This is an optimization exercise on Yosys and OpenROAD, whose aim is small area, a short achievable clock period and few clock cycles per item, not a production implementation. Only simulation tests tie the RTL to the original design; equivalence was not proved.

$ cat design/flow/config.mk
export PLATFORM = sky130hd
export DESIGN_NAME = ray_convex_plane_clip
export DESIGN_NICKNAME = ray_convex_plane_clip
export VERILOG_FILES = /design/flow/design.v
export SDC_FILE = /design/flow/constraint.sdc
export NUM_CORES = 4
export LEC_CHECK = 0
export CAP_MARGIN = 20
export CORE_MARGIN = 2
export CORE_UTILIZATION = 40
export SLEW_MARGIN = 20
$ cat design/flow/run.sh
#!/bin/bash
# synth_recipe.tcl (not shown) runs the flow's synth.tcl, then flattens the netlist and writes it again
# the make line also repeats each setting of config.mk as NAME=value (left out here)
make -C /OpenROAD-flow-scripts/flow DESIGN_CONFIG=/design/flow/config.mk WORK_HOME=/design/flow/orfs CLKGATE_MAP_FILE= SYNTH_SCRIPT=/design/flow/synth_recipe.tcl finish
$ cat design/flow/constraint.sdc
create_clock -name core_clock -period 12.0 [get_ports {clk_i}]
set_input_delay 2.4000 -clock core_clock [delete_from_list [all_inputs] [get_ports {clk_i}]]
set_output_delay 2.4000 -clock core_clock [all_outputs]
set_load 0.01 [all_outputs]
$ cat design/flow/design.v
`default_nettype none
package rcpc_pkg;
  localparam int unsigned DataW = 32;
  localparam int unsigned DotW  = 50;
endpackage
`default_nettype wire
`default_nettype none
module rcpc_csa_tree #(
  parameter int unsigned N = 9,
  parameter int unsigned W = 38
) (
  input  wire logic [N-1:0][W-1:0] rows_i,
  output logic [W-1:0]             s_o,
  output logic [W-1:0]             c_o
);
  function automatic integer rows_at(input integer lvl);
    integer n, i;
    n = N;
    for (i = 0; i < lvl; i = i + 1) n = (n / 3) * 2 + n % 3;
    rows_at = n;
  endfunction
  function automatic integer levels(input integer nn);
    integer n, l, i;
    n = nn; l = 0;
    for (i = 0; i < 16; i = i + 1)
      if (n > 2) begin n = (n / 3) * 2 + n % 3; l = l + 1; end
    levels = l;
  endfunction
  localparam int unsigned L = levels(N);
  logic [L:0][N-1:0][W-1:0] lv;
  assign lv[0] = rows_i;
  for (genvar l = 0; l < L; l++) begin : g_lvl
    localparam int unsigned NI = rows_at(l);
    localparam int unsigned NC = NI / 3;
    for (genvar k = 0; k < NC; k++) begin : g_csa
      assign lv[l+1][2*k] = lv[l][3*k] ^ lv[l][3*k+1] ^ lv[l][3*k+2];
      assign lv[l+1][2*k+1] = ((lv[l][3*k] & lv[l][3*k+1]) | (lv[l][3*k] & lv[l][3*k+2])
                              | (lv[l][3*k+1] & lv[l][3*k+2])) << 1;
    end
    for (genvar k = 0; k < NI - 3 * NC; k++) begin : g_pass
      assign lv[l+1][2*NC+k] = lv[l][3*NC+k];
    end
    for (genvar k = 2 * NC + NI - 3 * NC; k < N; k++) begin : g_zero
      assign lv[l+1][k] = '0;
    end
  end
  assign s_o = lv[L][0];
  assign c_o = lv[L][1];
endmodule
module rcpc_front #(
  parameter int unsigned K = 4                
) (
  input  wire logic                 clk_i,
  input  wire logic                 rst_ni,
  input  wire logic [32*6-1:0]      cfg_i,
  input  wire logic                 in_valid_i,
  output logic                      in_ready_o,
  input  wire logic [129:0]         in_data_i,
  output logic                      out_valid_o,
  input  wire logic                 out_ready_i,
  output logic [47:0]               out_a_o,      
  output logic [47:0]               out_num_o,    
  output logic                      out_neg_o,    
  output logic                      out_par_o,    
  output logic                      out_front_o,  
  output logic                      out_first_o,
  output logic                      out_last_o
);
  localparam int unsigned M  = 32 / K;        
  localparam int unsigned ND = K / 2;         
  localparam int unsigned W  = 34 + K;        
  localparam int unsigned LW = 16 - K;        
  localparam int unsigned CW = $clog2(M);
  localparam int unsigned NR = 3 + 3 * ND;    
  localparam logic [W-1:0] KA = W'((64'sd1 <<< (K + 4 - 8)) * 16 - (64'sd1 <<< (32 + K)));
  localparam logic [W-1:0] KP = W'(64'(KA) - (64'sd1 <<< (15 + K)));
  logic busy_q, done_q;
  logic [CW-1:0] cnt_q;
  logic [31:0] n_q [3];
  logic [2:0] nb_q;                           
  logic [31:0] d_q;
  logic first_q, last_q, rfirst_q, rlast_q;
  logic [W-1:0] as_q, ac_q, ps_q, pc_q;       
  logic [LW-1:0] loa_q, lop_q;
  logic start, step, take, lastd, z;
  logic [NR-1:0][W-1:0] ra;
  logic [NR:0][W-1:0] rp;
  logic [W-1:0] as_d, ac_d, ps_d, pc_d;
  logic [K:0] lowa, lowp;
  logic [K:0] bits;
  logic b0, b1, b2, one, two;
  logic [32:0] sela, selp;
  logic [2:0] nal, pnl;
  logic [1:0] nas, pns;
  logic [W-1:0] ha, hp;
  logic [49:0] av, nv;
  assign lastd = (cnt_q == CW'(M - 1));
  assign z     = (cnt_q == '0);
  assign take  = done_q && out_ready_i;
  assign step  = busy_q && (!done_q || take || !z);
  assign in_ready_o = !busy_q || lastd;
  assign start = in_valid_i && in_ready_o;
  always_comb begin
    lowa = {1'b0, as_q[K-1:0]} + {1'b0, ac_q[K-1:0]};
    lowp = {1'b0, ps_q[K-1:0]} + {1'b0, pc_q[K-1:0]};
    ra[0] = z ? '0 : (as_q >> K);
    ra[1] = z ? '0 : (ac_q >> K);
    rp[0] = z ? '0 : (ps_q >> K);
    rp[1] = z ? '0 : (pc_q >> K);
    rp[NR] = '0;
    if (int'(cnt_q) * K < 16) rp[NR] = W'((1 << K) - 1);
    else if (int'(cnt_q) * K == 16) rp[NR] = W'({~d_q[31], d_q[30:0]});
    for (int i = 0; i < 3; i++) begin
      bits = {n_q[i][K-1:0], nb_q[i]};
      for (int j = 0; j < ND; j++) begin
        b0 = bits[2*j]; b1 = bits[2*j+1]; b2 = bits[2*j+2];
        one = b1 ^ b0;
        two = (b2 & ~b1 & ~b0) | (~b2 & b1 & b0);
        sela = '0;
        if (one) sela = {cfg_i[32*(i+3)+31], cfg_i[32*(i+3) +: 32]};
        if (two) sela = {cfg_i[32*(i+3) +: 32], 1'b0};
        selp = '0;
        if (one) selp = {cfg_i[32*i+31], cfg_i[32*i +: 32]};
        if (two) selp = {cfg_i[32*i +: 32], 1'b0};
        sela = sela ^ {33{b2}};       
        selp = selp ^ {33{~b2}};      
        ra[2+3*j+i] = W'({~sela[32], sela[31:0]}) << (2*j);
        rp[2+3*j+i] = W'({~selp[32], selp[31:0]}) << (2*j);
        if (j > 0) begin
          ra[2+3*j+i][2*j-2] = bits[2*j];
          rp[2+3*j+i][2*j-2] = ~bits[2*j];
        end
        if (j == ND - 1) begin
          nal[i] = b2;
          pnl[i] = ~b2;
        end
      end
    end
    nas = {1'b0, nal[0]} + {1'b0, nal[1]} + {1'b0, nal[2]};
    pns = {1'b0, pnl[0]} + {1'b0, pnl[1]} + {1'b0, pnl[2]};
    ra[NR-1] = (W'(nas) << (K - 2)) | W'(z ? 1'b0 : lowa[K]);
    rp[NR-1] = (W'(pns) << (K - 2)) | W'(z ? 1'b0 : lowp[K]);
  end
  rcpc_csa_tree #(.N(NR), .W(W)) u_ta (.rows_i(ra), .s_o(as_d), .c_o(ac_d));
  rcpc_csa_tree #(.N(NR + 1), .W(W)) u_tp (.rows_i(rp), .s_o(ps_d), .c_o(pc_d));
  always_ff @(posedge clk_i or negedge rst_ni) begin
    if (!rst_ni) begin
      busy_q <= 1'b0; done_q <= 1'b0; cnt_q <= '0;
    end else begin
      if (start) busy_q <= 1'b1;
      else if (step && lastd) busy_q <= 1'b0;
      if (step && lastd) done_q <= 1'b1;
      else if (take) done_q <= 1'b0;
      if (step) cnt_q <= cnt_q + CW'(1);
    end
  end
  always_ff @(posedge clk_i) begin
    if (start) begin
      n_q[0] <= in_data_i[31:0];
      n_q[1] <= in_data_i[63:32];
      n_q[2] <= in_data_i[95:64];
      nb_q <= '0;
      d_q <= in_data_i[127:96];
      first_q <= in_data_i[128];
      last_q <= in_data_i[129];
    end else if (step) begin
      for (int i = 0; i < 3; i++) begin
        n_q[i] <= n_q[i] >> K;
        nb_q[i] <= n_q[i][K-1];
      end
    end
    if (step) begin
      as_q <= as_d; ac_q <= ac_d;
      ps_q <= ps_d; pc_q <= pc_d;
    end
    if (step && lastd) begin
      rfirst_q <= first_q;
      rlast_q <= last_q;
    end
  end
  if (LW > K) begin : g_lo_shift
    always_ff @(posedge clk_i) begin
      if (step) begin
        loa_q <= {lowa[K-1:0], loa_q[LW-1:K]};
        lop_q <= {lowp[K-1:0], lop_q[LW-1:K]};
      end
    end
  end else begin : g_lo_one
    always_ff @(posedge clk_i) begin
      if (step) begin
        loa_q <= lowa[K-1:0];
        lop_q <= lowp[K-1:0];
      end
    end
  end
  always_comb begin
    ha = as_q + ac_q + KA;
    hp = ps_q + pc_q + KP;
    av = {ha, loa_q};
    nv = {hp, lop_q};
    out_a_o     = 48'(av[49] ? -av : av);
    out_num_o   = 48'(nv[49] ? -nv : nv);
    out_neg_o   = av[49] ^ nv[49];
    out_par_o   = (av == '0);
    out_front_o = nv[49];
  end
  assign out_valid_o = done_q;
  assign out_first_o = rfirst_q;
  assign out_last_o  = rlast_q;
endmodule
`default_nettype wire
`default_nettype none
module rcpc_div (
  input  wire logic               clk_i,
  input  wire logic               rst_ni,
  input  wire logic               load_i,
  input  wire logic [47:0]        a_i,
  input  wire logic [47:0]        num_i,
  input  wire logic [4:0]         flags_i,
  output logic                    busy_o,
  output logic                    done_o,
  input  wire logic               take_i,
  output logic                    ovf_o,
  output logic [31:0]             q_o,
  output logic [4:0]              flags_o
);
  localparam int unsigned NC = 17;                  
  localparam int unsigned NS = 2 * NC;              
  logic busy_q, done_q;
  logic [4:0] cnt_q;
  logic [47:0] r_q, d_q;
  logic [NS-1:0] x_q;
  logic [NS+47:0] nsh;
  logic [49:0] r4;
  logic [50:0] c1, c2, c3;
  logic [50:0] e1, e2, t3, u3;
  logic [47:0] r_n;
  logic [1:0] qd;
  assign nsh = (NS+48)'({num_i, 16'd0});
  always_comb begin
    r4 = {r_q, x_q[NS-1:NS-2]};
    c1 = {1'b0, r4} - {3'b0, d_q};
    c2 = {1'b0, r4} - {2'b0, d_q, 1'b0};
    e1 = {3'b111, ~d_q};
    e2 = {2'b11, ~d_q, 1'b1};
    t3 = {1'b0, r4} ^ e1 ^ e2;
    u3 = (({1'b0, r4} & e1) | ({1'b0, r4} & e2) | (e1 & e2)) << 1;
    c3 = t3 + u3 + 51'd2;
    if (!c3[50]) begin
      r_n = c3[47:0]; qd = 2'd3;
    end else if (!c2[50]) begin
      r_n = c2[47:0]; qd = 2'd2;
    end else if (!c1[50]) begin
      r_n = c1[47:0]; qd = 2'd1;
    end else begin
      r_n = r4[47:0]; qd = 2'd0;
    end
  end
  always_ff @(posedge clk_i or negedge rst_ni) begin
    if (!rst_ni) begin
      busy_q <= 1'b0; done_q <= 1'b0; cnt_q <= '0;
    end else begin
      if (load_i) begin
        busy_q <= 1'b1; cnt_q <= 5'(NC);
      end else if (busy_q) begin
        cnt_q <= cnt_q - 5'd1;
        if (cnt_q == 5'd1) begin
          busy_q <= 1'b0; done_q <= 1'b1;
        end
      end else if (take_i) begin
        done_q <= 1'b0;
      end
    end
  end
  always_ff @(posedge clk_i) begin
    if (load_i) begin
      d_q <= a_i;
      r_q <= 48'(nsh >> NS);
      x_q <= nsh[NS-1:0];
      flags_o <= flags_i;
    end else if (busy_q) begin
      r_q <= r_n;
      x_q <= {x_q[NS-3:0], qd};
    end
  end
  assign ovf_o  = |x_q[NS-1:32];
  assign q_o    = x_q[31:0];
  assign busy_o = busy_q;
  assign done_o = done_q;
endmodule
`default_nettype wire
`default_nettype none
module rcpc_back #(
  parameter int unsigned ND = 5
) (
  input  wire logic               clk_i,
  input  wire logic               rst_ni,
  input  wire logic [31:0]        near_start_i,
  input  wire logic [31:0]        far_start_i,
  input  wire logic               in_valid_i,
  output logic                    in_ready_o,
  input  wire logic [47:0]        a_i,
  input  wire logic [47:0]        num_i,
  input  wire logic [4:0]         flags_i,    
  output logic                    out_valid_o,
  input  wire logic               out_ready_i,
  output logic [66:0]             out_data_o
);
  logic [ND-1:0] wp_q, rp_q;
  logic [ND-1:0] load, busy, done, take, ovf;
  logic [31:0] qv [ND];
  logic [4:0] fv [ND];
  logic [31:0] q;
  logic [4:0] f;
  logic o;
  logic signed [31:0] t;
  logic hv_q, hpar_q, hfront_q, hfirst_q, hlast_q;
  logic signed [31:0] ht_q;
  logic hd, ldh, upd;
  logic signed [31:0] near_q, far_q, nn, nf;
  logic ent_q, live_q, lst_q, valid_q, nl, ne;
  assign in_ready_o = |(wp_q & ~busy & ~done);
  assign hd  = |(rp_q & done);
  assign upd = hv_q && (!valid_q || out_ready_i);
  assign ldh = hd && (!hv_q || upd);
  for (genvar i = 0; i < ND; i++) begin : g_div
    assign load[i] = in_valid_i && in_ready_o && wp_q[i];
    assign take[i] = ldh && rp_q[i];
    rcpc_div u_div (
      .clk_i, .rst_ni, .load_i(load[i]), .a_i, .num_i, .flags_i,
      .busy_o(busy[i]), .done_o(done[i]), .take_i(take[i]),
      .ovf_o(ovf[i]), .q_o(qv[i]), .flags_o(fv[i])
    );
  end
  always_comb begin
    q = '0; f = '0; o = 1'b0;
    for (int i = 0; i < ND; i++) begin
      q = q | (qv[i] & {32{rp_q[i]}});
      f = f | (fv[i] & {5{rp_q[i]}});
      o = o | (ovf[i] & rp_q[i]);
    end
    if (f[0]) t = (o || (q[31] && |q[30:0])) ? 32'h80000000 : -q;
    else      t = (o || q[31]) ? 32'h7fffffff : q;
  end
  always_comb begin
    nl = live_q; nn = near_q; nf = far_q; ne = ent_q;
    if (hfirst_q) begin
      nl = 1'b1; nn = near_start_i; nf = far_start_i; ne = 1'b0;
    end
    if (nl) begin
      if (hpar_q) begin
        if (hfront_q) nl = 1'b0;
      end else if (hfront_q && ht_q < 0) begin
        nl = 1'b0;
      end else if (hfront_q || ht_q < 0) begin
        if (nn < ht_q) begin nn = ht_q; ne = 1'b1; end
      end else if (ht_q < nf) begin
        nf = ht_q;
      end
    end
  end
  always_ff @(posedge clk_i or negedge rst_ni) begin
    if (!rst_ni) begin
      wp_q <= ND'(1); rp_q <= ND'(1); hv_q <= 1'b0; valid_q <= 1'b0;
      near_q <= '0; far_q <= '0; ent_q <= 1'b0; live_q <= 1'b1;
    end else begin
      if (in_valid_i && in_ready_o) wp_q <= {wp_q[ND-2:0], wp_q[ND-1]};
      if (ldh) begin
        rp_q <= {rp_q[ND-2:0], rp_q[ND-1]};
        hv_q <= 1'b1;
      end else if (upd) begin
        hv_q <= 1'b0;
      end
      if (upd) begin
        valid_q <= 1'b1;
        live_q <= nl; near_q <= nn; far_q <= nf; ent_q <= ne;
      end else if (out_ready_i) begin
        valid_q <= 1'b0;
      end
    end
  end
  always_ff @(posedge clk_i) begin
    if (ldh) begin
      ht_q <= t;
      {hlast_q, hfirst_q, hfront_q, hpar_q} <= f[4:1];
    end
    if (upd) lst_q <= hlast_q;
  end
  assign out_valid_o = valid_q;
  assign out_data_o  = {lst_q, ent_q, far_q, near_q, live_q};
endmodule
`default_nettype wire
`default_nettype none
module ray_convex_plane_clip (
  input  wire logic          clk_i,
  input  wire logic          rst_ni,
  input  wire logic          psel,
  input  wire logic          penable,
  input  wire logic          pwrite,
  input  wire logic [4:0]    paddr,
  input  wire logic [31:0]   pwdata,
  output logic [31:0]        prdata,
  output logic               pready,
  input  wire logic          s_axis_tvalid,
  output logic               s_axis_tready,
  input  wire logic [127:0]  s_axis_tdata,
  input  wire logic          s_axis_tuser,
  input  wire logic          s_axis_tlast,
  output logic               m_axis_tvalid,
  input  wire logic          m_axis_tready,
  output logic [71:0]        m_axis_tdata,
  output logic               m_axis_tlast
);
  localparam int unsigned FrontK = 8;    
  localparam int unsigned NDiv   = 5;    
  logic [31:0] cfg_q [8], cfg [8];
  logic [7:0] wr_q;
  logic [2:0] ridx_q;
  logic [32*6-1:0] cfg_flat;
  logic fv, fr;
  logic [4:0] fflags;
  logic [47:0] fa, fnum;
  logic [66:0] res;
  assign pready = 1'b1;
  assign prdata = cfg[ridx_q];
  always_ff @(posedge clk_i) ridx_q <= paddr[4:2];
  always_ff @(posedge clk_i or negedge rst_ni) begin
    if (!rst_ni) wr_q <= '0;
    else if (psel && penable && pwrite) wr_q[ridx_q] <= 1'b1;
  end
  always_ff @(posedge clk_i) begin
    if (psel && penable && pwrite) cfg_q[ridx_q] <= pwdata;
  end
  always_comb begin
    for (int i = 0; i < 6; i++) cfg[i] = wr_q[i] ? cfg_q[i] : 32'h0;
    cfg[6] = wr_q[6] ? cfg_q[6] : 32'h80000000;
    cfg[7] = wr_q[7] ? cfg_q[7] : 32'h7fffffff;
    for (int i = 0; i < 6; i++) cfg_flat[32*i +: 32] = cfg[i];
  end
  rcpc_front #(.K(FrontK)) u_front (
    .clk_i, .rst_ni, .cfg_i(cfg_flat),
    .in_valid_i(s_axis_tvalid), .in_ready_o(s_axis_tready),
    .in_data_i({s_axis_tlast, s_axis_tuser, s_axis_tdata}),
    .out_valid_o(fv), .out_ready_i(fr), .out_a_o(fa), .out_num_o(fnum),
    .out_neg_o(fflags[0]), .out_par_o(fflags[1]), .out_front_o(fflags[2]),
    .out_first_o(fflags[3]), .out_last_o(fflags[4])
  );
  rcpc_back #(.ND(NDiv)) u_back (
    .clk_i, .rst_ni,
    .near_start_i(cfg[6]), .far_start_i(cfg[7]),
    .in_valid_i(fv), .in_ready_o(fr), .a_i(fa), .num_i(fnum), .flags_i(fflags),
    .out_valid_o(m_axis_tvalid), .out_ready_i(m_axis_tready), .out_data_o(res)
  );
  assign m_axis_tdata = {6'd0, res[65:0]};
  assign m_axis_tlast = res[66];
endmodule
`default_nettype wire
==> impl_metrics.py <==
metrics = {
    "routing": {
        "ant_nets": 0,
        "wl_per_cell_um": 28.4,
        "drt_pass1_iterations": 12,
        "drt_wl_total_um": 739000,
        "drc": 0,
        "drtIter0Drc": 22200,
        "vias": 167000,
        "via_per_inst": 6.43,
    },
    "final_layout": {
        "layout-drive-gt1-share": 0.0521,
        "mostFrequentLayoutCell": "a21oi_1",
        "seq_area_um2": 39900,
        "fillers": 42700,
        "syn_to_final_growth_pct": 8.10,
        "nets": 22700,
        "design_area_um2": 187000,
        "mostFrequentLayoutCells": "2,453 x a21oi_1, 2,172 x o21ai_0, 1,627 x inv_1",
        "multi_input_area_um2": 122000,
    },
    "yosys": {
        "yosysSeqAreaShare": 0.230,
        "synthFlopType": "edfxtp_1",
        "synth_cell_types": 108,
        "yosys_warnings": 9,
        "netlist_area_um2": 173000,
        "synth_edf_count": 1106,
        "async_reset_ff_frac": 0.0888,
        "synth-seq-cells": 1407,
        "syn_inst": 21100,
        "avgSynthCellArea_um2": 8.22,
    },
    "critical_path": {
        "worst-path-max-fanout": 147,
        "critPathKind": "flip-flop to primary output",
        "cp_top_family": "compound AO/OA/AOI/OAI gates",
        "critical-path-slowest-cell": "a31oi_1",
        "crit_required_ns": 9.60,
        "critPathBufInv": 2,
        "arrival_ns": 5.40,
        "startpoint_type": "flip-flop",
        "crit_path_end_kind": "primary output",
        "cp_slowest_stage_delay_ns": 1.10,
        "crit_chain": "buf_12 > nand2_1 > o21ai_0 > nand2_1 > a31oi_1 > clkdlybuf4s50_1",
        "crit_top_cell": "nand2_1",
    },
    "placed_design": {
        "place_area_um2": 181000,
        "port_buffers": 272,
        "globalplace.congestion": 0.992,
        "dp_hpwl_um": 540000,
    },
    "sta": {
        "hold_slack_ns": 0.438,
        "setup_viol": 0,
        "maxSlewViolCount": 0,
        "period_share": 0.650,
        "fin_crit_ns": 7.80,
        "rsz0062_at_grt": "no",
        "maxClockFrequency_ghz": 0.128,
        "hold_viol": 0,
        "worst_slew_pin_slew_ns": 1.36,
        "fin_skew_ns": 0.0971,
        "tns_ns": 0,
        "slew_headroom": 0.0866,
    },
    "global_route": {
        "busiest_layer": "met2",
        "grt_use_met1": 0.399,
        "grt_util_all_layers": 0.324,
        "overflow": 0,
        "use_met3": 0.0834,
        "grt_start_max_net_pins": 148,
        "grt_pass1_vias": 157000,
        "grt_pass1_wl_um": 1060000,
        "grt_use_met2": 0.503,
        "antenna_found_initial": 81,
    },
    "cts": {
        "cts_root_buffer": "clkbuf_16",
        "cts_tree": "built",
        "post-cts-setup-buffers": 0,
        "cts_buffer_depth": 4,
        "postCtsHoldBufs": 0,
        "cts_buffers": 183,
        "clock_sinks": 1407,
        "htree_levels": 4,
        "insertion_delay_ns": 0.99,
        "cts_resized": 0,
        "cts.clk_slew.worst_paths_ns": 0.07,
    },
    "floorplan": {
        "core_region_area_um2": 431000,
        "start_util": 0.402,
        "num_io_pins": 282,
        "die_h_um": 662,
        "die_w_um": 662,
        "design.die.area_um2": 438000,
        "rows": 241,
    },
    "status": {
        "status": "timing/DRC/antenna clean",
    },
    "job": {
        "drv_cap": 0,
    },
    "min_path": {
        "hold_path_class": "flip-flop to flip-flop",
    },
}
state kept, by name, summed over array words and instances (netlist names), 5 cells and up:
signal,flops
cfg_q,256
u_back.far_q,32
u_back.g_div.u_div.busy_q,5
u_back.g_div.u_div.cnt_q,25
u_back.g_div.u_div.d_q,240
u_back.g_div.u_div.done_q,5
u_back.g_div.u_div.flags_o,25
u_back.g_div.u_div.r_q,240
u_back.g_div.u_div.x_q,170
u_back.ht_q,32
u_back.near_q,32
u_back.rp_q,5
u_back.wp_q,5
u_front.ac_q,38
u_front.as_q,41
u_front.d_q,32
u_front.loa_q,8
u_front.lop_q,8
u_front.n_q,96
u_front.pc_q,40
u_front.ps_q,41
wr_q,8
final cells by class:
class,instances,share of cell area
well taps,5710,0.0382
clock buffers,232,0.0263
clock inverters,103,0.00646
repair buffers,652,0.0314
inverters,1652,0.0333
multi-input cells,16200,0.650
flip-flops and latches,1407,0.213
diodes,88,0.00118
worst paths after layout:
check / start / end / slack [ns] / depth (start not counted)
max: wr_q[1]$_DFFE_PN0P_ / prdata[0] / 4.20 / 6
min: u_back.hlast_q$_DFFE_PP_ / u_back.lst_q$_DFFE_PP_ / 0.44 / 0
max reg2reg: wr_q[5]$_DFFE_PN0P_ / u_front.as_q[15]$_DFFE_PP_ / 4.79 / 15
min reg2reg: u_back.hlast_q$_DFFE_PP_ / u_back.lst_q$_DFFE_PP_ / 0.44 / 0
max in group asynchronous: rst_ni / u_back.near_q[26]$_DFFE_PN0P_ / 8.68 / 3
min in group asynchronous: rst_ni / u_back.g_div[2].u_div.done_q$_DFFE_PN0P_ / 1.40 / 1
layer usage:
| metal | up-vias | share of wire |
|---|---|---|
| met5 | - | 0.00042 |
| li1 | 74800 | - |
| met2 | 9778 | 0.44 |
| met3 | 2293 | 0.11 |
| met1 | 80600 | 0.37 |
| met4 | 32 | 0.077 |
worst reg2reg max path: cells and delay by family (launching register included):
family | cells | cell delay, ns
compound gates | 2 | 0.33
fa+ha+maj | 6 | 3.15
buf+inv | 5 | 1.86
flops | 1 | 0.73
simple gates | 2 | 0.86
cell usage after synthesis, types with 357 or more instances:
cell / n / share of area
a21oi_1: 2455 / 0.071
o21ai_0: 2174 / 0.063
clkbuf_1: 1700 / 0.037
inv_1: 1636 / 0.035
nand2_1: 1519 / 0.033
nor2_1: 1378 / 0.030
ha_1: 1345 / 0.097
edfxtp_1: 1106 / 0.19
fa_1: 1084 / 0.13
xnor2_1: 506 / 0.026
a21o_1: 428 / 0.019
a22oi_1: 400 / 0.017
nand3_1: 389 / 0.011
a211oi_1: 357 / 0.015
logic make-up (layout without fill, tap and decap cells):
| family | Yosys count | count (layout) | share of synthesized area |
|---|---|---|---|
| AO/OA/AOI/OAI | 8200 | 8200 | 0.297 |
| AND/OR/NAND/NOR | 4468 | 4468 | 0.117 |
| buffers and inverters | 3481 | 2639 | 0.0758 |
| adder cells (fa/ha/maj) | 2429 | 2429 | 0.222 |
| flip-flops | 1407 | 1407 | 0.230 |
| XOR/XNOR | 831 | 831 | 0.0422 |
| multiplexers | 247 | 247 | 0.0149 |
| other | 2 | 95 | 0.0000434 |
metrics by stage:
step,instances,utilization,setup WS (ns)
4_1_cts,25900,0.433,4.65
3_3_place_gp,25600,0.419,5.15
2_1_floorplan,21100,-,3.27
5_1_grt,25900,0.434,4.47
3_5_place_dp,25600,0.419,5.05
6_report,26000,0.434,4.20
Testbench counts, summed over its fixed seeds: cycles 14,456, items 2,398.

## separate check: timing with driven ports
How much do the figures lean on ideal ports? The routed layout below was timed once more, with nothing changed but the port constraints.
Step 1 (the two cells are an assumption about what drives the block):
set clk [get_ports {clk_i}]
set_driving_cell -lib_cell sky130_fd_sc_hd__clkbuf_16 $clk
set_driving_cell -lib_cell sky130_fd_sc_hd__buf_2 [delete_from_list [all_inputs] $clk]
Step 2 times the ports against the registers' clock, not the clock port: input delays grow and output delays shrink by t, the midpoint of the rising clock arrivals with the driver on.
Slacks: ideal / step 1 / step 2; pairs: ideal / step 1.
shift t [ns]: 1.060
setup WS [ns]: 4.199 / 4.075 / 4.794
slew at the worst register clock pin (ns): 0.08 / 0.08
After both steps this run still meets setup and hold. For this run, drivers alone change the setup slack by -0.124 ns; drivers and shift together by +0.595 ns.
